From an optimization exercise on the open Yosys and OpenROAD flow, aimed at small area; shortcuts taken in it are not production practice.
In this exercise RTL edits were held to simulation tests only and were not proved equivalent to the original.
Power is estimated from default activity; no workload was simulated.

--- config.mk ---
export PLATFORM = sky130hd
export DESIGN_NAME = grf_trace
export DESIGN_NICKNAME = grf_trace
export VERILOG_FILES = /design/flow/design.v
export SDC_FILE = /design/flow/constraint.sdc
export NUM_CORES = 4
export LEC_CHECK = 0
export CAP_MARGIN = 20
export CORE_MARGIN = 2
export CORE_UTILIZATION = 40
export SLEW_MARGIN = 20
export SYNTH_HIERARCHICAL = 1
--- constraint.sdc ---
create_clock -name core_clock -period 6.0 [get_ports {clk}]
set_input_delay 1.2000 -clock core_clock [delete_from_list [all_inputs] [get_ports {clk}]]
set_output_delay 1.2000 -clock core_clock [all_outputs]
set_load 0.01 [all_outputs]
--- design.v ---
module grf_ld #(parameter int W = 32) (
  input  logic         ld,
  input  logic         hold,
  input  logic [W-1:0] d,
  input  logic [W-1:0] q,
  output logic [W-1:0] q_next
);
  assign q_next = ({W{ld}} & d) | ({W{hold}} & q);
endmodule
module grf_aoi222 (
  input  logic [2:0] a,
  input  logic [2:0] b,
  output logic       y_n
);
  assign y_n = ~|(a & b);
endmodule
module grf_aoi22 (
  input  logic [1:0] a,
  input  logic [1:0] b,
  output logic       y_n
);
  assign y_n = ~|(a & b);
endmodule
module grf_nandn #(parameter int N = 11) (
  input  logic [N-1:0] x_n,
  output logic         y
);
  assign y = ~&x_n;
endmodule
module grf_aor32 (
  input  logic [31:0] sel,
  input  logic [31:0] d,
  output logic        y
);
  logic [10:0] t_n;
  for (genvar g = 0; g < 10; g++) begin : g_aoi
    grf_aoi222 u_aoi (.a(sel[3*g +: 3]), .b(d[3*g +: 3]), .y_n(t_n[g]));
  end
  grf_aoi22 u_aoi_last (.a(sel[31:30]), .b(d[31:30]), .y_n(t_n[10]));
  grf_nandn #(.N(11)) u_or (.x_n(t_n), .y(y));
endmodule
module grf_aor4 (
  input  logic [3:0] sel,
  input  logic [3:0] d,
  output logic       y
);
  assign y = |(sel & d);
endmodule
module grf_trace #(
  parameter int TRACE_DEPTH = 4,
  parameter int TRACE_AW    = 2
) (
  input  logic                clk,
  input  logic                reset,
  input  logic [4:0]          ra1,
  input  logic [4:0]          ra2,
  output logic [31:0]         rd1,
  output logic [31:0]         rd2,
  input  logic                we,
  input  logic [4:0]          wa,
  input  logic [31:0]         wd,
  input  logic [31:0]         wpc,
  output logic                trace_valid,
  input  logic                trace_ready,
  output logic [31:0]         trace_pc,
  output logic [4:0]          trace_addr,
  output logic [31:0]         trace_data,
  output logic [TRACE_AW:0]   trace_count,
  output logic                trace_overflow
);
  localparam int ENT_W = 32 + 5 + 32;
  logic [31:1][31:0] regs, regs_d;
  logic [31:1]       valid;
  logic [31:1]       wsel;
  logic              push;
  assign push = we && (wa != 5'd0);
  for (genvar i = 1; i < 32; i++) begin : g_reg
    assign wsel[i] = we && (wa == 5'(i));
    grf_ld #(.W(32)) u_ld (.ld(wsel[i]), .hold(!wsel[i]), .d(wd), .q(regs[i]), .q_next(regs_d[i]));
  end
  always_ff @(posedge clk) regs <= regs_d;
  always_ff @(posedge clk or posedge reset)
    if (reset) valid <= '0;
    else       valid <= valid | wsel;
  logic        byp1, byp2;
  logic [31:0] sel1, sel2;
  assign byp1    = we && (wa == ra1) && (ra1 != 5'd0);
  assign byp2    = we && (wa == ra2) && (ra2 != 5'd0);
  assign sel1[0] = byp1;
  assign sel2[0] = byp2;
  for (genvar i = 1; i < 32; i++) begin : g_sel
    assign sel1[i] = (ra1 == 5'(i)) && valid[i] && !byp1;
    assign sel2[i] = (ra2 == 5'(i)) && valid[i] && !byp2;
  end
  for (genvar b = 0; b < 32; b++) begin : g_rd
    logic [31:0] col;
    assign col[0] = wd[b];
    for (genvar i = 1; i < 32; i++) begin : g_col
      assign col[i] = regs[i][b];
    end
    grf_aor32 u_rd1 (.sel(sel1), .d(col), .y(rd1[b]));
    grf_aor32 u_rd2 (.sel(sel2), .d(col), .y(rd2[b]));
  end
  logic [TRACE_DEPTH-1:0][ENT_W-1:0] fifo, fifo_d;
  logic [TRACE_AW-1:0]    wr_ptr, rd_ptr;
  logic [TRACE_AW:0]      count;
  logic                   pop, full, accept;
  logic [TRACE_DEPTH-1:0] fld, fsel;
  assign full   = count[TRACE_AW];
  assign pop    = trace_valid && trace_ready;
  assign accept = push && (!full || pop);
  assign trace_valid = (count != '0);
  assign trace_count = count;
  for (genvar e = 0; e < TRACE_DEPTH; e++) begin : g_fifo
    assign fld[e]  = accept && (wr_ptr == TRACE_AW'(e));
    assign fsel[e] = (rd_ptr == TRACE_AW'(e));
    grf_ld #(.W(ENT_W)) u_ld (.ld(fld[e]), .hold(!fld[e]), .d({wpc, wa, wd}), .q(fifo[e]), .q_next(fifo_d[e]));
  end
  always_ff @(posedge clk) fifo <= fifo_d;
  logic [ENT_W-1:0] head;
  for (genvar b = 0; b < ENT_W; b++) begin : g_head
    logic [TRACE_DEPTH-1:0] col;
    for (genvar e = 0; e < TRACE_DEPTH; e++) begin : g_col
      assign col[e] = fifo[e][b];
    end
    grf_aor4 u_mux (.sel(fsel), .d(col), .y(head[b]));
  end
  assign trace_pc   = head[ENT_W-1 -: 32];
  assign trace_addr = head[31+5 -: 5];
  assign trace_data = head[31:0];
  always_ff @(posedge clk or posedge reset) begin
    if (reset) begin
      wr_ptr         <= '0;
      rd_ptr         <= '0;
      count          <= '0;
      trace_overflow <= 1'b0;
    end else begin
      if (accept) wr_ptr <= wr_ptr + 1'b1;
      if (pop)    rd_ptr <= rd_ptr + 1'b1;
      case ({accept, pop})
        2'b10:   count <= count + 1'b1;
        2'b01:   count <= count - 1'b1;
        default: count <= count;
      endcase
      if (push && full && !pop) trace_overflow <= 1'b1;
    end
  end
endmodule
--- flow/run.sh ---
#!/bin/bash
# Own layout flow: the standard flow with smaller port buffers and no CTS
# dummy loads. Each tool's output goes to the ORFS logs plus run.log here.
set -e
cp standard.sh standard.sh.txt
export BUFFER_PORTS_ARGS="-buffer_cell sky130_fd_sc_hd__buf_1"
export CTS_ARGS="-sink_clustering_enable -repair_clock_nets -dont_use_dummy_load"
bash standard.sh > run.log 2>&1
--- standard.sh ---
#!/bin/bash
# synth_recipe.tcl (not shown) runs the flow's synth.tcl, then flattens the netlist and writes it again
# the make line also repeats each setting of config.mk as NAME=value (left out here)
make -C /OpenROAD-flow-scripts/flow DESIGN_CONFIG=/design/flow/config.mk WORK_HOME=/design/flow/orfs CLKGATE_MAP_FILE= SYNTH_SCRIPT=/design/flow/synth_recipe.tcl "${@:-finish}"
==> metrics.cfg, run 1 <==
[critical_path]
timing.rr.start = count[2]
startpoint = ra1[1]
required_ps = 4800
worst_setup_path_end_kind = output port
path_class = primary input to output port
rr_worst_depth = 5
cp.arrival_ps = 5080
path_max_fanout = 12
worst_setup_path_start_kind = primary input

[clock_network]
cts_max_level = 4
clock-root-buffer = clkbuf_16
cts_tree = yes
postCtsHoldBufs = 0
clock-sinks = 1307
cts_buffers = 137
clk_pin_slew_ps = 60
worstSkewPairLatency_ps = 790
clockBufferDepth = 3

[global_routing]
use_met3_pct = 13.7
grt_max_degree = 70
grt_overflow_total = 0
first_global_vias = 45200
met2_usage_pct = 48.0
grt_pass1_wl_mm = 334
busiest_layer = met2
grt_use_total_pct = 34.1
antenna_found_initial = 26
gr-usage-met1_pct = 43.4

[sta]
hold_violations = 0
final.min_clock_period_ps = 6280
maxSlewViolCount = 0
finalSetupViolCount = 4
max_freq_ghz = 0.159
rsz0062_at_grt = no
finalWorstSetupSlack_ps = -275
finalCritPeriodShare_pct = 105
slew_headroom_pct = 11.4
worst_pin_slew_ps = 1330
setup-tns-final_ps = -412
skew_ps = 50.0

[place]
port_buffers = 220
placed_area_um2 = 55700
pre_cts_slack_ps = -90.6
gp_congestion = 0.983
hpwl_mm = 150

[logic_synthesis]
synthesis.nets = 4425
synth.top_cells.by_count = dfxtp_1, a22o_1, a222oi_1
synthCells = 4332
yosys_warnings = 7
synth-main-ff-cell = dfxtp_1
ys_top_cells_by_area = dfxtp_1, a22o_1, a222oi_1
synth_seq_cells = 1307
synthArstFlopShare_pct = 2.98
synth_top_family_by_area = compound AO/OA/AOI/OAI gates
synth-seq-area-share_pct = 50.6
synth_xor_area_share_pct = 0.219
synth_cell_types = 43
syn_avg_cell_area_um2 = 12.0
synthSimpleGateAreaFrac_pct = 5.98
synth_edf_count = 0
synth_fa_ha_area_share_pct = 0.255
synth_most_common_cell = dfxtp_1
muxShareOfSynthArea_pct = 0.0192
synth_area_um2 = 52100
synth_top_area_share_pct = 48.7
synth_compound_area_share_pct = 37.5
yosysTopAreaCell = dfxtp_1

[power]
peakVddDrop_mv = 0.376
power_leakage_uw = 0.0242
switchingPower_uw = 7910
p_clk_share_pct = 29.1
power.share.combinational_pct = 21.0
sequentialPowerShare_pct = 49.9
power.density_nw_per_um2 = 426
swShare_pct = 31.3
internal_power_uw = 17400

[floorplanning]
die_area_um2 = 133000
start_util_pct = 40.3
core_um2 = 129000
num_rows = 132
die_w_um = 365
ios = 221
die_y_um = 365

[routing]
dr.pass1.iters = 17
vias = 48200
antenna_left = 0
wl_mm = 238
wire_per_inst_um = 37.0
drc_errors = 0
drtIter0Drc = 10900
vias_per_cell = 7.48

[layout]
drive_gt1_share_pct = 15.2
design_area_um2 = 59300
fin_nets = 4798
areaGrowthSynthToFinish_pct = 13.8

[flow_run]
maxCapViolCount = 0

[status]
so_faults = negative setup slack
outcome = complete, but fails checks

[min_path]
hp-class = primary input to asynchronous set/reset pin

-- cells in the final DEF, fill, tap and decap left out, types with 6 or more instances in the layout --
cell / n
a222oi_1: 640
a22o_1: 1206
a22o_2: 62
a22oi_1: 138
a22oi_2: 64
and3_1: 16
and3_2: 6
buf_1: 157
buf_12: 40
buf_4: 260
clkbuf_16: 137
clkbuf_2: 41
dfrtp_1: 39
dfxtp_1: 1268
diode_2: 6
inv_1: 36
nand2_1: 129
nand2_2: 20
nand2b_1: 39
nand3_1: 73
nand4_1: 128
nor2_1: 13
nor2b_1: 7
nor3_2: 8
nor4_4: 31
or3_1: 63
xnor2_1: 10
-- power groups by stage --
| stage | combinational, uW | clock [uW] | sequential [uW] |
|---|---|---|---|
| after floorplan | 3470 | 0 | 12200 |
| final | 5310 | 7360 | 12600 |
| after CTS | 5210 | 7370 | 12500 |
| after global placement | 5100 | 0 | 12600 |
| after detailed placement | 5200 | 0 | 12600 |
| after global routing | 5660 | 7710 | 12800 |
-- worst paths after layout --
kind	to	slack [ps]
min	count[0]	350
min in group core_clock	fifo[213]	470
max	rd1[31]	-280
max reg2reg	fifo[17]	3190
min reg2reg	fifo[213]	470
max in group asynchronous	valid[31]	5160
-- through the flow --
| step | power, uW | utilization (%) | std cells | hold WS [ps] |
|---|---|---|---|---|
| after floorplan | 15700 | - | 4332 | 440 |
| after detailed placement | 17800 | 43.0 | 6299 | 453 |
| after global placement | 17700 | 43.0 | 6298 | 452 |
| after CTS | 25100 | 45.7 | 6436 | 471 |
| final | 25300 | 45.8 | 6451 | 349 |
| after global routing | 26200 | 45.8 | 6445 | 361 |
-- metal layers --
metal / share of wire (%) / routed length, um / vias up
met5: 0.049 / 117 / -
met4: 6.7 / 16000 / 18
met3: 15 / 36100 / 821
met2: 41 / 96700 / 4079
met1: 38 / 89600 / 23700
li1: - / - / 19600
-- per-module statistics from Yosys (local to each module, per instance), excerpt --
module,times used,cell area (um2),flops+latches
grf_aor4,69,18.8,0
grf_trace,1,28300,1307
grf_aoi22,64,12.5,0
grf_aoi222,640,10.0,0
-- area by class of cell --
| type | instances | area [um2] |
|---|---|---|
| flip-flops and latches | 1307 | 26400 |
| inverters | 41 | 154 |
| multi-input cells | 2711 | 23500 |
| well taps | 1742 | 2180 |
| clock buffers | 137 | 3430 |
| diodes | 6 | 15.0 |
| repair buffers | 507 | 3640 |
| fillers | 11800 | 70000 |
-- timing repair --
action,4_1_cts,5_1_grt
endpoints found under the setup margin,2,8
buffers inserted,0,1
pin swaps,4,8
gates resized for setup,3,19
cloned,0,1
-- flip-flops by register name (all words and copies together) (netlist names) --
signal and cells:
wr_ptr 2, rd_ptr 2, fifo 276, valid 31, count 3, trace_overflow 1
regs 992
-- cells by family after synthesis --
group                      count (synthesis)
AOI/OAI and AO/OA                       2125
DFF                                     1307
and+or+nand+nor                          561
buffers and inverters                    315
xor gates and xnor gates                  13
adders and majority gates                 10
muxes                                      1
-- critical path, stage by stage --
cell	delay, ps
buf_1	210
or2_2	440
o31ai_4	310
a21oi_4	240
a222oi_1	1200
nand4_1	730
or3_4	580
buf_1	150
==> run 2: changes to the inputs <==
==> run.sh (new file) <==
#!/bin/bash
# synth_recipe.tcl (not shown) runs the flow's synth.tcl, then flattens the netlist and writes it again
# the make line also repeats each setting of config.mk as NAME=value (left out here)
make -C /OpenROAD-flow-scripts/flow DESIGN_CONFIG=/design/flow/config.mk WORK_HOME=/design/flow/orfs CLKGATE_MAP_FILE= SYNTH_SCRIPT=/design/flow/synth_recipe.tcl finish
removed: flow/run.sh
removed: standard.sh
==> metrics.cfg, run 2 <==
[layout]
drive_gt1_share_pct = 19.9  ; was 15.2%
reg_top3 = regs: 992 flops, fifo: 276 flops, valid: 31 flops  ; unchanged
layout_common_cells = dfxtp_1, a22o_1, a222oi_1  ; unchanged
areaGrowthSynthToFinish_pct = 23.0  ; was 13.8%
largest_reg_flops = 992  ; unchanged
design_area_um2 = 64100  ; was 59,300 um2
fin_nets = 5014  ; was 4,798
top_register = regs  ; unchanged
final_util_pct = 49.6  ; was 45.8%
layout_commonest_cell = dfxtp_1  ; unchanged

[logic_synthesis]
synth-main-ff-cell = dfxtp_1  ; unchanged
synth.top_cells.by_count = dfxtp_1, a22o_1, a222oi_1  ; unchanged
synth_seq_cells = 1307  ; unchanged
syn_avg_cell_area_um2 = 12.0  ; unchanged
synthCells = 4332  ; unchanged
synth_top_area_share_pct = 48.7  ; unchanged
synth_most_common_cell = dfxtp_1  ; unchanged
synth_area_um2 = 52100  ; unchanged
synthesis.nets = 4425  ; unchanged
ys_top_cells_by_area = dfxtp_1, a22o_1, a222oi_1  ; unchanged
synth-seq-area-share_pct = 50.6  ; unchanged
yosysTopAreaCell = dfxtp_1  ; unchanged
synthArstFlopShare_pct = 2.98  ; unchanged
synth_edf_count = 0  ; unchanged
synth_cell_types = 43  ; unchanged
yosys_warnings = 7  ; unchanged

[sta]
finalWorstSetupSlack_ps = -114  ; was -275 ps
finalSetupViolCount = 12  ; was 4
max_freq_ghz = 0.164  ; was 0.159 GHz
maxSlewViolCount = 0  ; unchanged
rsz0062_at_grt = yes  ; was no
finalCritPeriodShare_pct = 102  ; was 105%
worst_pin_slew_ps = 1260  ; was 1330 ps
final.min_clock_period_ps = 6110  ; was 6280 ps
hold_violations = 0  ; unchanged
holdWs_ps = 468  ; was 349 ps
slew_headroom_pct = 15.6  ; was 11.4%
skew_ps = 22.2  ; was 50.0 ps

[routing]
drtIter0Drc = 11000  ; was 10,900
wire_per_inst_um = 36.5  ; was 37.0 um
dr.pass1.iters = 14  ; was 17
drc_errors = 0  ; unchanged
vias = 50100  ; was 48,200
antenna_left = 0  ; unchanged
wl_mm = 248  ; was 238 mm
vias_per_cell = 7.39  ; was 7.48

[clock_network]
cts_tree = yes  ; unchanged
clk_pin_slew_ps = 60  ; about the same
worstSkewPairLatency_ps = 790  ; about the same
clockBufferDepth = 3  ; unchanged
clock-sinks = 1307  ; unchanged
cts_buffers = 140  ; was 137
clock-root-buffer = clkbuf_16  ; unchanged
cts_max_level = 4  ; unchanged
postCtsHoldBufs = 0  ; unchanged

[power]
internal_power_uw = 19500  ; was 17,400 uW
p_clk_share_pct = 33.0  ; was 29.1%
p_total_uw = 27900  ; was 25,300 uW
power_leakage_uw = 0.0267  ; was 0.0242 uW
power.density_nw_per_um2 = 436  ; was 426 nW/um2
switchingPower_uw = 8430  ; was 7910 uW
power.share.combinational_pct = 21.8  ; was 21.0%
peakVddDrop_mv = 0.390  ; was 0.376 mV
sequentialPowerShare_pct = 45.2  ; was 49.9%
swShare_pct = 30.2  ; was 31.3%

[critical_path]
worst_setup_path_end_kind = output port  ; unchanged
slowest_stage = a222oi_1  ; unchanged
cp.arrival_ps = 4910  ; was 5080 ps
cpPeakStageDelay_ps = 530  ; was 1200 ps
crit_chain = clkdlybuf4s50_1, buf_12, xnor2_1, and4_4, and3_4, buf_4, buf_4, nor4_4, buf_12, buf_4, a222oi_1, nand3_1, or3_1, clkdlybuf4s50_1  ; was buf_1, or2_2, o31ai_4, a21oi_4, a222oi_1, nand4_1, or3_4, buf_1
required_ps = 4800  ; about the same
path_common_cell = buf_4  ; was buf_1
path_class = primary input to output port  ; unchanged
worst_setup_path_start_kind = primary input  ; unchanged
path_max_fanout = 12  ; unchanged

[floorplanning]
die_area_um2 = 133000  ; unchanged
ios = 221  ; unchanged
die_w_um = 365  ; unchanged
start_util_pct = 40.3  ; unchanged
die_y_um = 365  ; unchanged
num_rows = 132  ; unchanged
core_um2 = 129000  ; unchanged

[status]
outcome = complete, but fails checks  ; unchanged
so_faults = negative setup slack  ; unchanged

[place]
hpwl_mm = 159  ; was 150 mm
gp_congestion = 0.972  ; was 0.983
pre_cts_slack_ps = -345  ; was -90.6 ps
port_buffers = 220  ; unchanged
placed_area_um2 = 58700  ; was 55,700 um2

[global_routing]
first_global_vias = 47400  ; was 45,200
grt_pass1_wl_mm = 346  ; was 334 mm
grt_use_total_pct = 35.5  ; was 34.1%
grt_max_degree = 70  ; unchanged
grt_overflow_total = 0  ; unchanged
antenna_found_initial = 20  ; was 26

[flow_run]
maxCapViolCount = 0  ; unchanged

[min_path]
hp-class = register to register  ; was primary input to asynchronous set/reset pin

## run 2: cell counts after synthesis
No cell type changed its count.
## run 2: per-layer routing
| layer | track usage (%) | share of wire, % |
|---|---|---|
| met1 | 45.1 | 38 |
| met2 | 50.3 | 40 |
| met3 | 14.0 | 15 |
| met4 | 21.3 | 6.8 |
| met5 | 0 | 0.027 |
## run 2: area by class of cell
class | count | area (um2)
Clock inverter | 52 | 757
Clock buffer | 200 | 4110
Multi-Input combinational cell | 2711 | 23600
Sequential cell | 1307 | 26400
Timing Repair Buffer | 720 | 6920
Tap cell | 1742 | 2180
Inverter | 41 | 155
Fill cell | 11400 | 65200
Antenna cell | 8 | 20.0
## run 2: timing repair
action                                  4_1_cts  5_1_grt
hold endpoints to repair                      0        0
cloned                                        1        0
resized for setup                            19       42
endpoints found under the setup margin       48       53
setup buffers                                10       17
pin swaps                                    20       59
## run 2: kinds of logic after synthesis
family / share of synthesized area (%)
XOR/XNOR: 0.219
multiplexers: 0.0192
buffers and inverters: 5.44
flip-flops: 50.6
AO/OA/AOI/OAI: 37.5
adder cells (fa/ha/maj): 0.255
AND/OR/NAND/NOR: 5.98
## run 2: metrics by stage
step / std cells / setup TNS (ps)
final: 6781 / -575
after detailed placement: 6493 / -3400
after CTS: 6756 / -31.2
after global routing: 6774 / -76.4
after global placement: 6491 / -7130
after floorplan: 4332 / 0
## run 2: final timing paths
path | startpoint | to | slack (ps) | cells after the start
worst max-delay path | wa[2] | rd1[26] | -110 | 14
worst min register to register | fifo[86] | fifo[86] | 470 | 1
worst max register to register | count[2] | fifo[160] | 3120 | 5
worst min-delay path | fifo[86] | fifo[86] | 470 | 1
max in group asynchronous | reset | valid[27] | 4540 | 2
min in group asynchronous | reset | count[0] | 900 | 2
## run 2: power by group through the flow
stage	Sequential, uW	Combinational, uW	Clock [uW]
after global routing	12800	6450	9610
after global placement	12600	5860	0
after floorplan	12200	3470	0
after detailed placement	12700	5950	0
final	12600	6090	9220
after CTS	12500	6000	9250
## run 2: critical path, delay by kind of cell
| family | cells | cell delay [ps] |
|---|---|---|
| compound gates | 1 | 530 |
| xor+xnor | 1 | 110 |
| buf+inv | 7 | 1770 |
| simple gates | 5 | 1270 |
## run 2: Yosys stat by module, one instance, submodules excluded, excerpt
module / cells / cell area, um2
grf_aoi22: 1 / 12.5
grf_aoi222: 1 / 10.0
grf_aor4: 3 / 18.8
grf_trace: 1647 / 28300
==> run 3: changes to the inputs <==
--- a/design.v
+++ b/design.v
@@ -15,10 +15,10 @@
   assign y_n = ~|(a & b);
 endmodule
-module grf_aoi22 (
-  input  logic [1:0] a,
-  input  logic [1:0] b,
-  output logic       y_n
+module grf_nand2 (
+  input  logic a,
+  input  logic b,
+  output logic y_n
 );
-  assign y_n = ~|(a & b);
+  assign y_n = ~(a & b);
 endmodule
 module grf_nandn #(parameter int N = 11) (
@@ -28,15 +28,27 @@
   assign y = ~&x_n;
 endmodule
-module grf_aor32 (
-  input  logic [31:0] sel,
-  input  logic [31:0] d,
+module grf_ao22 (
+  input  logic [1:0] a,
+  input  logic [1:0] b,
+  output logic       y
+);
+  assign y = |(a & b);
+endmodule
+module grf_rdbit (
+  input  logic [31:1] sel,
+  input  logic [31:1] d,
+  input  logic        byp,
+  input  logic        nbyp,
+  input  logic        wd,
   output logic        y
 );
   logic [10:0] t_n;
+  logic        r;
   for (genvar g = 0; g < 10; g++) begin : g_aoi
-    grf_aoi222 u_aoi (.a(sel[3*g +: 3]), .b(d[3*g +: 3]), .y_n(t_n[g]));
+    grf_aoi222 u_aoi (.a(sel[3*g+1 +: 3]), .b(d[3*g+1 +: 3]), .y_n(t_n[g]));
   end
-  grf_aoi22 u_aoi_last (.a(sel[31:30]), .b(d[31:30]), .y_n(t_n[10]));
-  grf_nandn #(.N(11)) u_or (.x_n(t_n), .y(y));
+  grf_nand2 u_last (.a(sel[31]), .b(d[31]), .y_n(t_n[10]));
+  grf_nandn #(.N(11)) u_or (.x_n(t_n), .y(r));
+  grf_ao22 u_byp (.a({byp, nbyp}), .b({wd, r}), .y(y));
 endmodule
 module grf_aor4 (
@@ -84,21 +96,18 @@
     else       valid <= valid | wsel;
   logic        byp1, byp2;
-  logic [31:0] sel1, sel2;
-  assign byp1    = we && (wa == ra1) && (ra1 != 5'd0);
-  assign byp2    = we && (wa == ra2) && (ra2 != 5'd0);
-  assign sel1[0] = byp1;
-  assign sel2[0] = byp2;
+  logic [31:1] sel1, sel2;
+  assign byp1 = we && (wa == ra1) && (ra1 != 5'd0);
+  assign byp2 = we && (wa == ra2) && (ra2 != 5'd0);
   for (genvar i = 1; i < 32; i++) begin : g_sel
-    assign sel1[i] = (ra1 == 5'(i)) && valid[i] && !byp1;
-    assign sel2[i] = (ra2 == 5'(i)) && valid[i] && !byp2;
+    assign sel1[i] = (ra1 == 5'(i)) && valid[i];
+    assign sel2[i] = (ra2 == 5'(i)) && valid[i];
   end
   for (genvar b = 0; b < 32; b++) begin : g_rd
-    logic [31:0] col;
-    assign col[0] = wd[b];
+    logic [31:1] col;
     for (genvar i = 1; i < 32; i++) begin : g_col
       assign col[i] = regs[i][b];
     end
-    grf_aor32 u_rd1 (.sel(sel1), .d(col), .y(rd1[b]));
-    grf_aor32 u_rd2 (.sel(sel2), .d(col), .y(rd2[b]));
+    grf_rdbit u_rd1 (.sel(sel1), .d(col), .byp(byp1), .nbyp(!byp1), .wd(wd[b]), .y(rd1[b]));
+    grf_rdbit u_rd2 (.sel(sel2), .d(col), .byp(byp2), .nbyp(!byp2), .wd(wd[b]), .y(rd2[b]));
   end
   logic [TRACE_DEPTH-1:0][ENT_W-1:0] fifo, fifo_d;
==> flow/run.sh (new file) <==
#!/bin/bash
# Own layout flow: the standard flow (the standard.sh) with smaller port
# buffers and a clock tree built from small clock buffers without dummy
# loads. ORFS writes each step's full log under orfs/logs; the make output
# goes to run.log here.
set -e
export BUFFER_PORTS_ARGS="-buffer_cell sky130_fd_sc_hd__buf_1"
export CTS_ARGS="-sink_clustering_enable -repair_clock_nets -dont_use_dummy_load -buf_list {sky130_fd_sc_hd__clkbuf_4 sky130_fd_sc_hd__clkbuf_8} -sink_clustering_size 24"
bash standard.sh > run.log 2>&1
==> standard.sh (new file) <==
#!/bin/bash
# synth_recipe.tcl (not shown) runs the flow's synth.tcl, then flattens the netlist and writes it again
# the make line also repeats each setting of config.mk as NAME=value (left out here)
make -C /OpenROAD-flow-scripts/flow DESIGN_CONFIG=/design/flow/config.mk WORK_HOME=/design/flow/orfs CLKGATE_MAP_FILE= SYNTH_SCRIPT=/design/flow/synth_recipe.tcl "${@:-finish}"
--- a/config.mk
+++ b/config.mk
@@ -8,5 +8,6 @@
 export CAP_MARGIN = 20
 export CORE_MARGIN = 2
-export CORE_UTILIZATION = 40
+export CORE_UTILIZATION = 60
+export SETUP_SLACK_MARGIN = 0.5
 export SLEW_MARGIN = 20
 export SYNTH_HIERARCHICAL = 1
removed: run.sh
==> metrics.cfg, run 3 <==
[floorplanning]
die_w_um = 298  ; was 365 um
ios = 221  ; unchanged
num_rows = 107  ; was 132
die_area_um2 = 88700  ; was 133,000 um2
die_y_um = 298  ; was 365 um
start_util_pct = 60.7  ; was 40.3%
core_um2 = 85300  ; was 129,000 um2

[logic_synthesis]
yosys_warnings = 7  ; unchanged
muxShareOfSynthArea_pct = 0.0411  ; was 0.0192%
synth.top_cells.by_count = a22o_1, dfxtp_1, a222oi_1  ; was dfxtp_1, a22o_1, a222oi_1
synthSimpleGateAreaFrac_pct = 6.06  ; was 5.98%
ys_top_cells_by_area = dfxtp_1, a22o_1, a222oi_1  ; unchanged
synth-main-ff-cell = dfxtp_1  ; unchanged
synthesis.nets = 4428  ; was 4,425
yosysTopAreaCell = dfxtp_1  ; unchanged
syn_avg_cell_area_um2 = 11.9  ; was 12.0 um2
synth_top_area_share_pct = 49.0  ; was 48.7%
synth_most_common_cell = a22o_1  ; was dfxtp_1
synth_fa_ha_area_share_pct = 0.256  ; was 0.255%
synth_cell_types = 41  ; was 43
synthArstFlopShare_pct = 2.98  ; unchanged
synth_seq_cells = 1307  ; unchanged
synth-seq-area-share_pct = 50.9  ; was 50.6%
synth_compound_area_share_pct = 37.1  ; was 37.5%
synthCells = 4335  ; was 4,332
synth_top_family_by_area = compound AO/OA/AOI/OAI gates  ; unchanged
synth_area_um2 = 51800  ; was 52,100 um2
synth_edf_count = 0  ; unchanged
synth_xor_area_share_pct = 0.237  ; was 0.219%

[place]
placed_area_um2 = 53100  ; was 58,700 um2
hpwl_mm = 127  ; was 159 mm
gp_congestion = 1.07  ; was 0.972
port_buffers = 220  ; unchanged

[status]
outcome = finished clean  ; was complete, but fails checks

[layout]
areaGrowthSynthToFinish_pct = 8.18  ; was 23.0%
layout_commonest_cell = a22o_1  ; was dfxtp_1
largest_reg_flops = 992  ; unchanged
drive_gt1_share_pct = 12.3  ; was 19.9%
top_register = regs  ; unchanged
reg_top3 = regs: 992 flops, fifo: 276 flops, valid: 31 flops  ; unchanged
design_area_um2 = 56000  ; was 64,100 um2
layout_common_cells = a22o_1, dfxtp_1, a222oi_1  ; was dfxtp_1, a22o_1, a222oi_1
fin_nets = 4786  ; was 5,014
final_util_pct = 65.7  ; was 49.6%

[global_routing]
antenna_found_initial = 34  ; was 20
grt_use_total_pct = 46.9  ; was 35.5%
grt_max_degree = 70  ; unchanged
first_global_vias = 45200  ; was 47,400
grt_overflow_total = 0  ; unchanged
grt_pass1_wl_mm = 311  ; was 346 mm

[critical_path]
startpoint = ra1[1]  ; was wa[2]
path_max_fanout = 21  ; was 12
worst_setup_path_start_kind = primary input  ; unchanged
slowest_stage = nand4_1  ; was a222oi_1
timing.rr.start = count[2]  ; unchanged
required_ps = 4800  ; about the same
crit_chain = buf_1, nor2_1, and3_2, buf_4, a222oi_1, nand4_1, or3_1, a22o_1, buf_1  ; was clkdlybuf4s50_1, buf_12, xnor2_1, and4_4, and3_4, buf_4, buf_4, nor4_4, buf_12, buf_4, a222oi_1, nand3_1, or3_1, clkdlybuf4s50_1
cp.arrival_ps = 4370  ; was 4910 ps
path_common_cell = buf_1  ; was buf_4
crit_buf_inv = 3  ; was 7
path_class = primary input to output port  ; unchanged
cpPeakStageDelay_ps = 590  ; was 530 ps
worst_setup_path_end_kind = output port  ; unchanged
critPathTopFamily = simple AND/OR/NAND/NOR gates  ; was buffers and inverters

[flow_run]
maxCapViolCount = 0  ; unchanged

[routing]
wire_per_inst_um = 37.4  ; was 36.5 um
wl_mm = 219  ; was 248 mm
drc_errors = 0  ; unchanged
antenna_left = 0  ; unchanged
vias = 48100  ; was 50,100
vias_per_cell = 8.22  ; was 7.39
dr.pass1.iters = 17  ; was 14
drtIter0Drc = 11200  ; was 11,000

[clock_network]
cts_max_level = 4  ; unchanged
postCtsHoldBufs = 0  ; unchanged
clk_pin_slew_ps = 50  ; was 60 ps
clock-root-buffer = clkbuf_8  ; was clkbuf_16
cts_buffers = 203  ; was 140
clockBufferDepth = 3  ; unchanged
cts_tree = yes  ; unchanged
worstSkewPairLatency_ps = 880  ; was 790 ps
clock-sinks = 1307  ; unchanged
post-cts-setup-buffer-count = 0  ; was 10

[sta]
rsz0062_at_grt = no  ; was yes
maxSlewViolCount = 0  ; unchanged
max_freq_ghz = 0.180  ; was 0.164 GHz
holdWs_ps = 468  ; about the same
setup-tns-final_ps = 0  ; was -575 ps
hold_violations = 0  ; unchanged
skew_ps = 38.9  ; was 22.2 ps
final.min_clock_period_ps = 5570  ; was 6110 ps
worst_pin_slew_ps = 1250  ; was 1260 ps
finalCritPeriodShare_pct = 92.8  ; was 102%
finalSetupViolCount = 0  ; was 12
slew_headroom_pct = 16.5  ; was 15.6%

[power]
p_total_uw = 24000  ; was 27,900 uW
power.density_nw_per_um2 = 428  ; was 436 nW/um2
peakVddDrop_mv = 0.318  ; was 0.390 mV
power_leakage_uw = 0.0235  ; was 0.0267 uW

[min_path]
hp-class = register to register  ; unchanged
min_from = fifo[5]  ; was fifo[86]

run 3: cell count changes after synthesis, sizes merged, moves of 9 or more:
cell,before,now
or2,7,18
nand2b,40,18
a22oi,202,138
nand3,73,64
and3,24,64
nor2,13,24
a22o,1268,1332
nand2,149,160
nor4,34,2
run 3: layout make-up:
class	count	area (um2)
repair buffers	418	2400
multi-input cells	2722	22800
flip-flops and latches	1307	26400
fillers	6857	29300
well taps	1144	1430
diodes	23	57.6
clock buffers	203	2790
inverters	41	154
run 3: per-layer routing:
layer	vias up	wire, um	global-route usage [%]
li1	19600	-	-
met1	23200	77900	58.9
met2	4411	89500	65.6
met3	992	35500	19.4
met4	24	16300	31.2
met5	-	199	0.433
run 3: cells by family after synthesis:
logic type                 Yosys count
and+or+nand+nor                    581
AOI/OAI and AO/OA                 2115
DFF                               1307
xor gates and xnor gates            14
buffers and inverters              306
muxes                                2
adders and majority gates           10
run 3: worst reg2reg max path, cell delays in order (launching register included):
cell      delay (ps)
dfrtp_1          410
nand2b_1         140
o211a_1          400
and2_2           590
buf_4            620
a22o_1           300
run 3: per-stage QoR:
step | worst slack (ps) | instances
floorplan | 1620 | 4335
global placement | 354 | 5632
detailed placement | 362 | 5632
CTS | 534 | 5835
global route | 489 | 5842
finish | 430 | 5858
run 3: where the power goes:
| group | total, uW | internal (uW) | switching [uW] |
|---|---|---|---|
| Clock | 6160 | 2970 | 3200 |
| Sequential | 12600 | 11000 | 1580 |
| Combinational | 5260 | 2370 | 2890 |
| Total | 24000 | 16300 | 7670 |
run 3: path summary, 6_finish.rpt:
check                      slack, ps  cells after the start        end
hold / removal                   470                      1    fifo[5]
setup / recovery                 430                      9    rd1[19]
min in group asynchronous        610                      2   count[1]
max in group asynchronous       4760                      2  valid[21]
hold reg to reg                  470                      1    fifo[5]
setup reg to reg                3500                      5   fifo[55]
run 3: timing repair:
action	4_1_cts	5_1_grt
pin swaps	0	10
setup endpoints to repair	22	52
gates resized for setup	7	18
hold endpoints to repair	0	0
run 3: modules after synthesis (local to each module, per instance), excerpt:
module,flops+latches,cells inside
grf_trace,1307,1586
grf_aor4,0,3
grf_aoi222,0,1
grf_ao22,0,1
grf_nand2,0,1
==> run 4: changes to the inputs <==
--- a/config.mk
+++ b/config.mk
@@ -9,5 +9,5 @@
 export CORE_MARGIN = 2
 export CORE_UTILIZATION = 60
-export SETUP_SLACK_MARGIN = 0.5
+export SETUP_SLACK_MARGIN = 0.25
 export SLEW_MARGIN = 20
 export SYNTH_HIERARCHICAL = 1
==> metrics.cfg, run 4 <==
[logic_synthesis]
synth_cell_types = 41  ; unchanged
yosysTopAreaCell = dfxtp_1  ; unchanged
syn_avg_cell_area_um2 = 11.9  ; unchanged
synthesis.nets = 4428  ; unchanged
synthArstFlopShare_pct = 2.98  ; unchanged
synth_top_area_share_pct = 49.0  ; unchanged
synth_most_common_cell = a22o_1  ; unchanged
synth-main-ff-cell = dfxtp_1  ; unchanged
synth-seq-area-share_pct = 50.9  ; unchanged
synth_seq_cells = 1307  ; unchanged
synth_area_um2 = 51800  ; unchanged
yosys_warnings = 7  ; unchanged
ys_top_cells_by_area = dfxtp_1, a22o_1, a222oi_1  ; unchanged
synth_edf_count = 0  ; unchanged
synthCells = 4335  ; unchanged
synth.top_cells.by_count = a22o_1, dfxtp_1, a222oi_1  ; unchanged

[sta]
max_freq_ghz = 0.174  ; was 0.180 GHz
setup-tns-final_ps = 0  ; unchanged
finalCritPeriodShare_pct = 95.9  ; was 92.8%
skew_ps = 39.6  ; was 38.9 ps
finalSetupViolCount = 0  ; unchanged
worst_pin_slew_ps = 1250  ; about the same
holdWs_ps = 467  ; was 468 ps
hold_violations = 0  ; unchanged
slew_headroom_pct = 16.6  ; was 16.5%
final.min_clock_period_ps = 5750  ; was 5570 ps
maxSlewViolCount = 0  ; unchanged
rsz0062_at_grt = no  ; unchanged

[global_routing]
grt_use_total_pct = 46.9  ; about the same
antenna_found_initial = 32  ; was 34
grt_pass1_wl_mm = 311  ; about the same
grt_max_degree = 70  ; unchanged
first_global_vias = 45100  ; was 45,200
grt_overflow_total = 0  ; unchanged

[layout]
fin_nets = 4786  ; unchanged
layout_commonest_cell = a22o_1  ; unchanged
areaGrowthSynthToFinish_pct = 8.15  ; was 8.18%
final_cell_count_no_fill = 5861  ; was 5,858
drive_gt1_share_pct = 12.0  ; was 12.3%
layout_common_cells = a22o_1, dfxtp_1, a222oi_1  ; unchanged
largest_reg_flops = 992  ; unchanged
reg_top3 = regs: 992 flops, fifo: 276 flops, valid: 31 flops  ; unchanged
top_register = regs  ; unchanged

[clock_network]
clock-root-buffer = clkbuf_8  ; unchanged
clock-sinks = 1307  ; unchanged
post-cts-setup-buffer-count = 0  ; unchanged
cts_tree = yes  ; unchanged
clk_pin_slew_ps = 50  ; about the same
cts_max_level = 4  ; unchanged
clockBufferDepth = 3  ; unchanged
worstSkewPairLatency_ps = 890  ; was 880 ps
cts_buffers = 203  ; unchanged

[critical_path]
path_max_fanout = 17  ; was 21
required_ps = 4800  ; about the same
worst_setup_path_end_kind = output port  ; unchanged
path_class = primary input to output port  ; unchanged
worst_setup_path_start_kind = primary input  ; unchanged
cp.arrival_ps = 4550  ; was 4370 ps

[flow_run]
maxCapViolCount = 0  ; unchanged

[routing]
wire_per_inst_um = 37.4  ; about the same
vias_per_cell = 8.23  ; was 8.22
antenna_left = 0  ; unchanged
drc_errors = 0  ; unchanged
wl_mm = 219  ; about the same
vias = 48200  ; was 48,100
dr.pass1.iters = 14  ; was 17
drtIter0Drc = 10600  ; was 11,200

[min_path]
hp-class = register to register  ; unchanged

[place]
place_inst = 5632  ; unchanged
hpwl_mm = 127  ; unchanged
gp_congestion = 1.07  ; unchanged
port_buffers = 220  ; unchanged

[power]
power_leakage_uw = 0.0235  ; about the same
power.density_nw_per_um2 = 428  ; about the same
peakVddDrop_mv = 0.319  ; was 0.318 mV

[floorplanning]
die_area_um2 = 88700  ; unchanged
die_y_um = 298  ; unchanged
die_w_um = 298  ; unchanged
num_rows = 107  ; unchanged
start_util_pct = 60.7  ; unchanged
core_um2 = 85300  ; unchanged
ios = 221  ; unchanged

[status]
outcome = finished clean  ; unchanged

[run 4: cell counts after synthesis]
Identical to the previous run, type by type.
[run 4: report_power, final]
group	switching [uW]	internal, uW
clock	3200	2960
sequential	1580	11000
combinational	2890	2370
total	7680	16300
[run 4: final timing paths]
kind | startpoint | endpoint | slack (ps) | depth (start not counted)
min reg2reg | fifo[5] | fifo[5] | 470 | 1
min in group asynchronous | reset | count[1] | 600 | 2
min | fifo[5] | fifo[5] | 470 | 1
max in group asynchronous | reset | valid[21] | 4780 | 2
max | ra2[2] | rd2[5] | 250 | 8
max reg2reg | count[2] | fifo[55] | 3500 | 5
[run 4: metal layers]
layer  global-route usage [%]  part of all wire [%]
met1                     58.8                    35
met2                     65.5                    41
met3                     19.4                    16
met4                     31.6                   7.6
met5                    0.433                 0.084
[run 4: layout make-up]
class	instances	area (um2)
timing repair buffer	418	2390
multi-input combinational	2722	22800
clock buffer	203	2790
fill	6865	29300
antenna	26	65.1
sequential	1307	26400
tap	1144	1430
inverter	41	154
[run 4: modules after synthesis, one instance, submodules excluded, excerpt]
module,area [um2],cells inside,copies in the design
grf_ao22,8.76,1,64
grf_trace,28000,1586,1
grf_aor4,18.8,3,69
grf_nand2,3.75,1,64
grf_aoi222,10.0,1,640
[run 4: per-stage QoR]
step           util (%)  setup WS, ps  area (um2)  total power (uW)
2_1_floorplan         -          1620       51800             15700
6_report           65.7           247       56000             24000
5_1_grt            65.6           266       56000             24900
4_1_cts            65.6           355       55900             23800
3_5_place_dp       62.3           362       53100             17700
3_3_place_gp       62.3           354       53100             17600
[run 4: what timing repair did]
item	CTS	global route
resized for setup	0	7
hold buffers	0	0
endpoints found under the setup margin	0	16
hold endpoints to repair	0	0
[run 4: cells by family (layout without fill, tap and decap cells)]
logic type / count (synthesis) / count (layout) / synth area share [%]
AOI/OAI and AO/OA: 2115 / 2115 / 37.1
DFF: 1307 / 1307 / 50.9
and+or+nand+nor: 581 / 581 / 6.06
buffers and inverters: 306 / 662 / 5.37
xor gates and xnor gates: 14 / 14 / 0.237
adders and majority gates: 10 / 10 / 0.256
muxes: 2 / 2 / 0.0411
other: 0 / 26 / 0
[run 4: critical path, cell delays in order]
cell and delay, ps:
buf_1 360, nor2_1 280, and3_1 620, a222oi_1 510, nand4_1 630, or3_1 580, a22o_1 230, buf_1 130
==> run 5: changes to the inputs <==
--- a/flow/run.sh
+++ b/flow/run.sh
@@ -6,4 +6,4 @@
 set -e
 export BUFFER_PORTS_ARGS="-buffer_cell sky130_fd_sc_hd__buf_1"
-export CTS_ARGS="-sink_clustering_enable -repair_clock_nets -dont_use_dummy_load -buf_list {sky130_fd_sc_hd__clkbuf_4 sky130_fd_sc_hd__clkbuf_8} -sink_clustering_size 24"
+export CTS_ARGS="-sink_clustering_enable -repair_clock_nets -dont_use_dummy_load -buf_list {sky130_fd_sc_hd__clkbuf_8} -sink_clustering_size 16 -sink_clustering_max_diameter 100"
 bash standard.sh > run.log 2>&1
==> metrics.cfg, run 5 <==
[routing]
vias = 47700  ; was 48,200
vias_per_cell = 8.30  ; was 8.23
drtIter0Drc = 11000  ; was 10,600
dr.pass1.iters = 17  ; was 14
wire_per_inst_um = 37.8  ; was 37.4 um
drc_errors = 0  ; unchanged
antenna_left = 0  ; unchanged
wl_mm = 217  ; was 219 mm

[layout]
reg_top3 = regs: 992 flops, fifo: 276 flops, valid: 31 flops  ; unchanged
top_register = regs  ; unchanged
drive_gt1_share_pct = 9.89  ; was 12.0%
fin_nets = 4675  ; was 4,786
multi_input_area_um2 = 22800  ; about the same
layout_commonest_cell = a22o_1  ; unchanged
area.sequential_um2 = 26400  ; unchanged
final_cell_count_no_fill = 5741  ; was 5,861
largest_reg_flops = 992  ; unchanged
layout_common_cells = a22o_1, dfxtp_1, a222oi_1  ; unchanged
fillers = 6982  ; was 6,865
areaGrowthSynthToFinish_pct = 5.19  ; was 8.15%

[logic_synthesis]
ys_top_cells_by_area = dfxtp_1, a22o_1, a222oi_1  ; unchanged
yosysTopAreaCell = dfxtp_1  ; unchanged
synthCells = 4335  ; unchanged
yosys_warnings = 7  ; unchanged
synth_area_um2 = 51800  ; unchanged
synthesis.nets = 4428  ; unchanged
synth_cell_types = 41  ; unchanged
synth-main-ff-cell = dfxtp_1  ; unchanged
synth.top_cells.by_count = a22o_1, dfxtp_1, a222oi_1  ; unchanged
synth_top_area_share_pct = 49.0  ; unchanged
synthArstFlopShare_pct = 2.98  ; unchanged
synth-seq-area-share_pct = 50.9  ; unchanged
synth_seq_cells = 1307  ; unchanged
syn_avg_cell_area_um2 = 11.9  ; unchanged
synth_most_common_cell = a22o_1  ; unchanged
synth_edf_count = 0  ; unchanged

[global_routing]
grt_max_degree = 70  ; unchanged
grt_overflow_total = 0  ; unchanged
grt_use_total_pct = 46.3  ; was 46.9%
grt_pass1_wl_mm = 308  ; was 311 mm
antenna_found_initial = 28  ; was 32
first_global_vias = 44100  ; was 45,100

[critical_path]
path_common_cell = buf_1  ; unchanged
worst_setup_path_end_kind = output port  ; unchanged
slowest_stage = nand4_1  ; unchanged
cp_num_cells = 9  ; was 8
worst_setup_path_start_kind = primary input  ; unchanged
cpPeakStageDelay_ps = 630  ; about the same
crit_chain = buf_1, nor2b_1, and3_2, buf_4, a222oi_1, nand4_1, or3_1, a22o_1, buf_1  ; was buf_1, nor2_1, and3_1, a222oi_1, nand4_1, or3_1, a22o_1, buf_1
cp.arrival_ps = 4560  ; was 4550 ps
path_class = primary input to output port  ; unchanged
rr_worst_depth = 5  ; unchanged
critPathTopFamily = simple AND/OR/NAND/NOR gates  ; unchanged
crit_buf_inv = 3  ; was 2
required_ps = 4800  ; about the same
path_max_fanout = 13  ; was 17

[sta]
finalSetupViolCount = 0  ; unchanged
skew_ps = 42.7  ; was 39.6 ps
worst_pin_slew_ps = 1240  ; was 1250 ps
finalCritPeriodShare_pct = 96.0  ; was 95.9%
final.min_clock_period_ps = 5760  ; was 5750 ps
rsz0062_at_grt = no  ; unchanged
hold_violations = 0  ; unchanged
slew_headroom_pct = 17.6  ; was 16.6%
maxSlewViolCount = 0  ; unchanged
max_freq_ghz = 0.174  ; about the same
setup-tns-final_ps = 0  ; unchanged

[clock_network]
worstSkewPairLatency_ps = 770  ; was 890 ps
cts_max_level = 3  ; was 4
clk_pin_slew_ps = 90  ; was 50 ps
clock-root-buffer = clkbuf_8  ; unchanged
clock-sinks = 1307  ; unchanged
cts_buffers = 91  ; was 203
clockBufferDepth = 3  ; unchanged
cts_tree = yes  ; unchanged

[place]
gp_congestion = 1.07  ; unchanged
port_buffers = 220  ; unchanged
hpwl_mm = 127  ; unchanged
place_inst = 5632  ; unchanged

[floorplanning]
start_util_pct = 60.7  ; unchanged
die_area_um2 = 88700  ; unchanged
num_rows = 107  ; unchanged
ios = 221  ; unchanged
core_um2 = 85300  ; unchanged
die_w_um = 298  ; unchanged
die_y_um = 298  ; unchanged

[flow_run]
maxCapViolCount = 0  ; unchanged

[status]
outcome = finished clean  ; unchanged

[power]
power_leakage_uw = 0.0227  ; was 0.0235 uW
peakVddDrop_mv = 0.337  ; was 0.319 mV
power.density_nw_per_um2 = 403  ; was 428 nW/um2

[min_path]
hold-path-cell-count = 1  ; unchanged
hp-class = register to register  ; unchanged

## run 5: kinds of logic after synthesis
family / share of synthesized area, %
fa+ha+maj: 0.256
flops: 50.9
compound gates: 37.1
mux: 0.0411
simple gates: 6.06
xor+xnor: 0.237
buf+inv: 5.37
## run 5: final cells by class
| class | instances | share of cell area, % |
|---|---|---|
| flip-flops and latches | 1307 | 48.4 |
| multi-input cells | 2722 | 41.9 |
| repair buffers | 419 | 4.44 |
| well taps | 1144 | 2.63 |
| clock buffers | 91 | 2.30 |
| inverters | 41 | 0.283 |
| diodes | 17 | 0.0781 |
## run 5: stage by stage
| stage | instance area [um2] | hold WS, ps | total power (uW) | utilization, % | setup WS (ps) |
|---|---|---|---|---|---|
| after floorplan | 51800 | 440 | 15700 | - | 1620 |
| after global placement | 53100 | 452 | 17600 | 62.3 | 354 |
| after detailed placement | 53100 | 453 | 17700 | 62.3 | 362 |
| after CTS | 54400 | 478 | 21700 | 63.8 | 355 |
| after global routing | 54400 | 487 | 22800 | 63.8 | 282 |
| final | 54500 | 478 | 21900 | 63.9 | 239 |
## run 5: Yosys stat by module (local to each module, per instance), a selection
module,cells inside,times used
grf_ao22,1,64
grf_trace,1586,1
grf_nand2,1,64
grf_aoi222,1,640
grf_aor4,3,69
## run 5: worst paths after layout
path                           start   endpoint  slack [ps]
min in group asynchronous      reset  valid[20]         700
min reg2reg                fifo[121]  fifo[121]         480
max                           ra2[1]     rd2[3]         240
max reg2reg                 count[2]   fifo[61]        3490
min                        fifo[121]  fifo[121]         480
max in group asynchronous      reset   valid[6]        4700
## run 5: what timing repair did
action | 4_1_cts | 5_1_grt
gates resized for setup | 0 | 8
hold buffers | 0 | 0
buffers inserted | 0 | 0
setup endpoints to repair | 0 | 18
## run 5: power breakdown
part           internal (uW)  total [uW]  leakage, uW  switching (uW)
registers              11000       12500       0.0110            1570
logic                   2370        5250       0.0110            2880
clock network           1360        4160     0.000654            2800
## run 5: metal layers
layer / global-route usage [%] / wire length [um] / vias up
met1: 59.6 / 77200 / 23200
met5: 0.433 / 227 / -
met3: 17.3 / 35100 / 896
met4: 30.3 / 16600 / 30
li1: - / - / 19300
met2: 64.8 / 88000 / 4248
==> run 6: changes to the inputs <==
--- a/config.mk
+++ b/config.mk
@@ -6,8 +6,8 @@
 export NUM_CORES = 4
 export LEC_CHECK = 0
-export CAP_MARGIN = 20
+export CAP_MARGIN = 5
 export CORE_MARGIN = 2
 export CORE_UTILIZATION = 60
 export SETUP_SLACK_MARGIN = 0.25
-export SLEW_MARGIN = 20
+export SLEW_MARGIN = 5
 export SYNTH_HIERARCHICAL = 1
==> metrics.cfg, run 6 <==
[status]
outcome = complete, but fails checks  ; was finished clean
so_faults = max-capacitance violations, max-slew violations

[critical_path]
worst_setup_path_end_kind = output port  ; unchanged
worst_setup_path_start_kind = primary input  ; unchanged
path_max_fanout = 15  ; was 13
path_class = primary input to output port  ; unchanged
slowest_stage = nand4_1  ; unchanged
crit_buf_inv = 2  ; was 3
path_common_cell = buf_1  ; unchanged
cp.arrival_ps = 4680  ; was 4560 ps
critPathTopFamily = simple AND/OR/NAND/NOR gates  ; unchanged
required_ps = 4800  ; about the same
cpPeakStageDelay_ps = 660  ; was 630 ps
crit_chain = buf_1, nor2b_1, and3_1, a222oi_1, nand4_1, or3_1, a22o_1, buf_1  ; was buf_1, nor2b_1, and3_2, buf_4, a222oi_1, nand4_1, or3_1, a22o_1, buf_1

[floorplanning]
num_rows = 107  ; unchanged
core_um2 = 85300  ; unchanged
ios = 221  ; unchanged
die_y_um = 298  ; unchanged
die_area_um2 = 88700  ; unchanged
die_w_um = 298  ; unchanged
start_util_pct = 60.7  ; unchanged

[layout]
fillers = 7024  ; was 6,982
reg_top3 = regs: 992 flops, fifo: 276 flops, valid: 31 flops  ; unchanged
layout_commonest_cell = a22o_1  ; unchanged
area.sequential_um2 = 26400  ; unchanged
final_cell_count_no_fill = 5736  ; was 5,741
top_register = regs  ; unchanged
drive_gt1_share_pct = 9.74  ; was 9.89%
multi_input_area_um2 = 22800  ; about the same
largest_reg_flops = 992  ; unchanged
areaGrowthSynthToFinish_pct = 5.10  ; was 5.19%
fin_nets = 4674  ; was 4,675
layout_common_cells = a22o_1, dfxtp_1, a222oi_1  ; unchanged
final_util_pct = 63.8  ; was 63.9%

[logic_synthesis]
synth.top_cells.by_count = a22o_1, dfxtp_1, a222oi_1  ; unchanged
ys_top_cells_by_area = dfxtp_1, a22o_1, a222oi_1  ; unchanged
synth-seq-area-share_pct = 50.9  ; unchanged
synth_cell_types = 41  ; unchanged
synthArstFlopShare_pct = 2.98  ; unchanged
yosys_warnings = 7  ; unchanged
synthesis.nets = 4428  ; unchanged
synthCells = 4335  ; unchanged
synth_most_common_cell = a22o_1  ; unchanged
yosysTopAreaCell = dfxtp_1  ; unchanged
synth-main-ff-cell = dfxtp_1  ; unchanged
syn_avg_cell_area_um2 = 11.9  ; unchanged
synth_edf_count = 0  ; unchanged
synth_area_um2 = 51800  ; unchanged
synth_top_area_share_pct = 49.0  ; unchanged
synth_seq_cells = 1307  ; unchanged

[global_routing]
first_global_vias = 44200  ; was 44,100
antenna_found_initial = 30  ; was 28
grt_max_degree = 70  ; unchanged
grt_overflow_total = 0  ; unchanged
grt_pass1_wl_mm = 309  ; was 308 mm
grt_use_total_pct = 46.5  ; was 46.3%

[place]
place_inst = 5632  ; unchanged
gp_congestion = 1.07  ; unchanged
pre_cts_slack_ps = 351  ; was 362 ps
hpwl_mm = 127  ; about the same
port_buffers = 220  ; unchanged

[clock_network]
clock-root-buffer = clkbuf_8  ; unchanged
worstSkewPairLatency_ps = 760  ; was 770 ps
clockBufferDepth = 3  ; unchanged
postCtsHoldBufs = 0  ; unchanged
cts_tree = yes  ; unchanged
clock-sinks = 1307  ; unchanged
clk_pin_slew_ps = 70  ; was 90 ps
cts_max_level = 3  ; unchanged
cts_buffers = 91  ; unchanged

[power]
p_clk_share_pct = 19.0  ; about the same
internal_power_uw = 14700  ; about the same
power.density_nw_per_um2 = 404  ; was 403 nW/um2
peakVddDrop_mv = 0.365  ; was 0.337 mV
swShare_pct = 33.2  ; was 33.1%
sequentialPowerShare_pct = 57.0  ; was 57.1%
switchingPower_uw = 7280  ; was 7260 uW
power_leakage_uw = 0.0227  ; about the same
power.share.combinational_pct = 23.9  ; about the same

[sta]
worst_pin_slew_ps = 1540  ; was 1240 ps
finalWorstSetupSlack_ps = 118  ; was 239 ps
holdWs_ps = 477  ; was 478 ps
final.min_clock_period_ps = 5880  ; was 5760 ps
finalSetupViolCount = 0  ; unchanged
slew_headroom_pct = -2.72  ; was 17.6%
maxSlewViolCount = 46  ; was 0
hold_violations = 0  ; unchanged
setup-tns-final_ps = 0  ; unchanged
rsz0062_at_grt = no  ; unchanged
finalCritPeriodShare_pct = 98.0  ; was 96.0%
skew_ps = 17.7  ; was 42.7 ps
max_freq_ghz = 0.170  ; was 0.174 GHz

[routing]
vias_per_cell = 8.31  ; was 8.30
drtIter0Drc = 11300  ; was 11,000
wire_per_inst_um = 38.0  ; was 37.8 um
vias = 47700  ; about the same
antenna_left = 0  ; unchanged
drc_errors = 0  ; unchanged
wl_mm = 218  ; was 217 mm
dr.pass1.iters = 15  ; was 17

[flow_run]
maxCapViolCount = 2  ; was 0

[min_path]
hp-class = register to register  ; unchanged

-- run 6: cell count changes in the layout (fill, tap and decap cells not counted) --
cell	before	now
buf_2	2	0
and3_2	17	11
buf_16	1	0
diode_2	17	13
and3_1	47	53
clkbuf_2	30	32
-- run 6: per-stage QoR --
| step | total power, uW | area [um2] |
|---|---|---|
| after global routing | 22800 | 54400 |
| after detailed placement | 17700 | 53100 |
| after CTS | 21700 | 54400 |
| final | 22000 | 54400 |
| after global placement | 17600 | 53100 |
| after floorplan | 15700 | 51800 |
-- run 6: modules after synthesis, one instance, submodules excluded, a selection --
module      flops+latches  cells inside  times used
grf_ao22                0             1          64
grf_aoi222              0             1         640
grf_trace            1307          1586           1
grf_aor4                0             3          69
grf_nand2               0             1          64
-- run 6: cells by family (layout without fill, tap and decap cells) --
| logic type | count (synthesis) | count (layout) | synth area share (%) |
|---|---|---|---|
| flip-flops | 1307 | 1307 | 50.9 |
| buffers and inverters | 306 | 550 | 5.37 |
| AO/OA/AOI/OAI | 2115 | 2115 | 37.1 |
| adder cells (fa/ha/maj) | 10 | 10 | 0.256 |
| other | 0 | 13 | 0 |
| multiplexers | 2 | 2 | 0.0411 |
| AND/OR/NAND/NOR | 581 | 581 | 6.06 |
| XOR/XNOR | 14 | 14 | 0.237 |
-- run 6: metal layers --
layer  vias up  global-route usage [%]  part of all wire (%)
li1      19300                       -                     -
met1     23200                    59.5                    36
met2      4256                    65.1                    41
met3       873                    17.6                    16
met4        22                    30.3                   7.5
met5         -                    1.24                  0.13
-- run 6: timing repair --
item / 4_1_cts / 5_1_grt
resized for setup: 0 / 10
setup buffers: 0 / 0
setup endpoints to repair: 0 / 34
-- run 6: power by group through the flow --
stage	Sequential (uW)	Combinational (uW)	Clock, uW
after detailed placement	12600	5140	0
final	12500	5260	4180
after global routing	12800	5570	4450
after CTS	12400	5140	4160
after global placement	12600	5000	0
after floorplan	12200	3530	0
-- run 6: final cells by class --
class                   instances  area share (%)
clock buffers                  91            2.30
repair buffers                418            4.39
well taps                    1144            2.63
inverters                      41           0.283
diodes                         13          0.0598
multi-input cells            2722            41.9
flip-flops and latches       1307            48.4
-- run 6: path summary, 6_finish.rpt --
| check | from | end | slack [ps] | depth (start not counted) |
|---|---|---|---|---|
| max in group asynchronous | reset | valid[30] | 4730 | 2 |
| min | fifo[49] | fifo[49] | 480 | 1 |
| min reg2reg | fifo[49] | fifo[49] | 480 | 1 |
| max | ra2[1] | rd2[22] | 120 | 8 |
| min in group asynchronous | reset | rd_ptr[0] | 700 | 2 |
| max reg2reg | count[2] | fifo[59] | 3470 | 5 |
-- run 6: worst register-to-register path, delay by kind of cell (launching register included) --
| family | cells | cell delay, ps |
|---|---|---|
| buffers and inverters | 1 | 610 |
| AND/OR/NAND/NOR | 2 | 720 |
| AO/OA/AOI/OAI | 2 | 690 |
| flip-flops | 1 | 430 |
==> run 7: changes to the inputs <==
--- a/config.mk
+++ b/config.mk
@@ -6,8 +6,8 @@
 export NUM_CORES = 4
 export LEC_CHECK = 0
-export CAP_MARGIN = 5
+export CAP_MARGIN = 20
 export CORE_MARGIN = 2
-export CORE_UTILIZATION = 60
-export SETUP_SLACK_MARGIN = 0.25
-export SLEW_MARGIN = 5
+export CORE_UTILIZATION = 65
+export SETUP_SLACK_MARGIN = 0.35
+export SLEW_MARGIN = 20
 export SYNTH_HIERARCHICAL = 1
==> metrics.cfg, run 7 <==
[place]
place_inst = 5542  ; was 5,632
hpwl_mm = 129  ; was 127 mm
gp_congestion = 1.09  ; was 1.07
port_buffers = 220  ; unchanged

[layout]
fin_nets = 4679  ; was 4,674
layout_common_cells = a22o_1, dfxtp_1, a222oi_1  ; unchanged
largest_reg_flops = 992  ; unchanged
layout_commonest_cell = a22o_1  ; unchanged
areaGrowthSynthToFinish_pct = 4.99  ; was 5.10%
drive_gt1_share_pct = 9.88  ; was 9.74%
final_cell_count_no_fill = 5643  ; was 5,736
top_register = regs  ; unchanged
reg_top3 = regs: 992 flops, fifo: 276 flops, valid: 31 flops  ; unchanged
final_util_pct = 68.9  ; was 63.8%

[logic_synthesis]
syn_avg_cell_area_um2 = 11.9  ; unchanged
synth_edf_count = 0  ; unchanged
synthArstFlopShare_pct = 2.98  ; unchanged
synth_top_area_share_pct = 49.0  ; unchanged
yosysTopAreaCell = dfxtp_1  ; unchanged
synthesis.nets = 4428  ; unchanged
synth.top_cells.by_count = a22o_1, dfxtp_1, a222oi_1  ; unchanged
ys_top_cells_by_area = dfxtp_1, a22o_1, a222oi_1  ; unchanged
synth_most_common_cell = a22o_1  ; unchanged
synth_seq_cells = 1307  ; unchanged
synth-main-ff-cell = dfxtp_1  ; unchanged
synth-seq-area-share_pct = 50.9  ; unchanged
synth_area_um2 = 51800  ; unchanged
synth_cell_types = 41  ; unchanged
yosys_warnings = 7  ; unchanged
synthCells = 4335  ; unchanged

[sta]
setup-tns-final_ps = 0  ; unchanged
final.min_clock_period_ps = 5820  ; was 5880 ps
worst_pin_slew_ps = 1380  ; was 1540 ps
rsz0062_at_grt = yes  ; was no
skew_ps = 68.6  ; was 17.7 ps
max_freq_ghz = 0.172  ; was 0.170 GHz
finalCritPeriodShare_pct = 96.9  ; was 98.0%
slew_headroom_pct = 8.02  ; was -2.72%
hold_violations = 0  ; unchanged
maxSlewViolCount = 0  ; was 46
finalSetupViolCount = 0  ; unchanged

[floorplanning]
ios = 221  ; unchanged
core_um2 = 78900  ; was 85,300 um2
die_w_um = 286  ; was 298 um
die_area_um2 = 81900  ; was 88,700 um2
die_y_um = 286  ; was 298 um
num_rows = 103  ; was 107
start_util_pct = 65.6  ; was 60.7%

[routing]
wl_mm = 217  ; was 218 mm
vias = 48500  ; was 47,700
antenna_left = 0  ; unchanged
dr.pass1.iters = 22  ; was 15
vias_per_cell = 8.59  ; was 8.31
wire_per_inst_um = 38.4  ; was 38.0 um
drtIter0Drc = 12200  ; was 11,300
drc_errors = 0  ; unchanged

[clock_network]
cts_buffers = 91  ; unchanged
cts_max_level = 3  ; unchanged
postCtsHoldBufs = 0  ; unchanged
clk_pin_slew_ps = 100  ; was 70 ps
clock-sinks = 1307  ; unchanged
cts_tree = yes  ; unchanged
clock-root-buffer = clkbuf_8  ; unchanged
clockBufferDepth = 3  ; unchanged
post-cts-setup-buffer-count = 0  ; unchanged
worstSkewPairLatency_ps = 770  ; was 760 ps

[min_path]
min_from = fifo[175]  ; was fifo[49]
hold_end = fifo[175]  ; was fifo[49]
hold-path-cell-count = 1  ; unchanged
hp-class = register to register  ; unchanged

[critical_path]
path_max_fanout = 19  ; was 15
r2r_slack_ps = 3480  ; was 3470 ps
worst_setup_path_end_kind = output port  ; unchanged
path_class = primary input to output port  ; unchanged
timing.rr.start = count[2]  ; unchanged
required_ps = 4800  ; about the same
r2r_end = fifo[242]  ; was fifo[59]
rr_worst_depth = 5  ; unchanged
worst_setup_path_start_kind = primary input  ; unchanged
cp.arrival_ps = 4620  ; was 4680 ps

[global_routing]
grt_overflow_total = 0  ; unchanged
grt_max_degree = 70  ; unchanged
grt_use_total_pct = 50.3  ; was 46.5%
first_global_vias = 44500  ; was 44,200
grt_pass1_wl_mm = 308  ; was 309 mm
antenna_found_initial = 30  ; unchanged

[power]
peakVddDrop_mv = 0.478  ; was 0.365 mV
p_total_uw = 22000  ; about the same
power_leakage_uw = 0.0227  ; about the same
p_clk_share_pct = 18.8  ; was 19.0%
power.density_nw_per_um2 = 404  ; about the same
swShare_pct = 33.1  ; was 33.2%
switchingPower_uw = 7270  ; was 7280 uW
internal_power_uw = 14700  ; about the same
power.share.combinational_pct = 23.9  ; about the same
sequentialPowerShare_pct = 57.3  ; was 57.0%

[flow_run]
maxCapViolCount = 0  ; was 2

[status]
outcome = finished clean  ; was complete, but fails checks

==> run 7: cells by family (layout without fill, tap and decap cells) <==
| group | Yosys count | in the layout | synth area share, % |
|---|---|---|---|
| muxes | 2 | 2 | 0.0411 |
| xor gates and xnor gates | 14 | 14 | 0.237 |
| adders and majority gates | 10 | 10 | 0.256 |
| buffers and inverters | 306 | 555 | 5.37 |
| AOI/OAI and AO/OA | 2115 | 2115 | 37.1 |
| other | 0 | 9 | 0 |
| DFF | 1307 | 1307 | 50.9 |
| and+or+nand+nor | 581 | 581 | 6.06 |
==> run 7: worst max-delay path: stages <==
cell	delay, ps
buf_1	150
and2_0	340
and3_1	730
buf_4	420
a222oi_1	320
nand4_1	520
or3_1	560
a22o_1	230
buf_1	130
==> run 7: layer usage <==
layer | GRT usage [%] | part of all wire, % | up-vias
met1 | 63.9 | 34 | 23400
li1 | - | - | 19300
met4 | 32.2 | 7.9 | 28
met5 | 1.22 | 0.16 | -
met3 | 23.5 | 18 | 1042
met2 | 68.1 | 39 | 4724
==> run 7: how the worst max path moves through the flow <==
| stage | start | to | slack [ps] | cells after the start |
|---|---|---|---|---|
| after detailed placement | ra2[0] | rd2[28] | 410 | 9 |
| after CTS | ra2[3] | rd2[18] | 410 | 9 |
| after floorplan | ra2[0] | rd2[0] | 1620 | 7 |
| after global routing | ra1[1] | rd1[28] | 340 | 8 |
| after global placement | ra2[0] | rd2[18] | 460 | 9 |
| final | ra1[3] | rd1[6] | 180 | 9 |
==> run 7: power groups by stage <==
stage | sequential [uW] | clock (uW) | combinational, uW
6_report | 12600 | 4140 | 5240
5_1_grt | 12800 | 4410 | 5540
4_1_cts | 12500 | 4090 | 5100
3_5_place_dp | 12600 | 0 | 5100
3_3_place_gp | 12600 | 0 | 4950
2_1_floorplan | 12200 | 0 | 3530
==> run 7: what timing repair did <==
action	4_1_cts	5_1_grt
endpoints found under the setup margin	0	35
gates resized for setup	0	13
endpoints found under the hold margin	0	0
==> run 7: area by class of cell <==
cell class                 count  area [um2]
antenna                        9        22.5
clock buffer                  91        1250
fill                        6075       24500
inverter                      41         154
multi-input combinational   2722       22800
sequential                  1307       26400
tap                         1050        1310
timing repair buffer         423        2460
==> run 7: modules after synthesis, one instance, submodules excluded, a selection <==
module / cells inside / area (um2) / flops+latches
grf_aoi222: 1 / 10.0 / 0
grf_aor4: 3 / 18.8 / 0
grf_ao22: 1 / 8.76 / 0
grf_nand2: 1 / 3.75 / 0
grf_trace: 1586 / 28000 / 1307
==> run 7: per-stage QoR <==
stage	instance area [um2]	setup WS (ps)	hold slack [ps]
final	54400	183	480
after global routing	54400	342	493
after CTS	54300	408	482
after detailed placement	53000	407	453
after global placement	53000	456	452
after floorplan	51800	1620	440

## separate check: timing with driven ports
In the flow no input, the clock included, has a driving cell. The finished layouts below were timed again as built, in two steps. Step 1 sets driving cells, clkbuf_16 on the clock port and buf_2 on the other inputs (assumed; they add their load-dependent delay and slew). Step 2 adds t to the input delays and takes it off the output delays; t is the mean of the earliest and latest rising clock arrival at the registers after step 1. Input paths then give back, and output paths get back, about the clock's delay inside the block. Three values: ideal ports, drivers, drivers and shift; two values: the first two.
run | t, ns | setup WS [ns] | worst slew at a driven data input, ns
run 1 | 0.838 | -0.275 / -0.324 / -0.324 | 0.18
run 2 | 0.866 | -0.114 / -0.177 / -0.177 | 0.17
run 3 | 0.938 | 0.430 / 0.271 / 0.271 | 0.17
run 4 | 0.943 | 0.247 / 0.102 / 0.102 | 0.16
run 5 | 0.834 | 0.239 / 0.112 / 0.112 | 0.16
run 6 | 0.831 | 0.118 / 0.016 / 0.016 | 0.16
run 7 | 0.810 | 0.183 / 0.054 / 0.054 | 0.17
For run 3, which loses most, drivers alone change the setup slack by -0.159 ns; drivers and shift together by -0.159 ns.
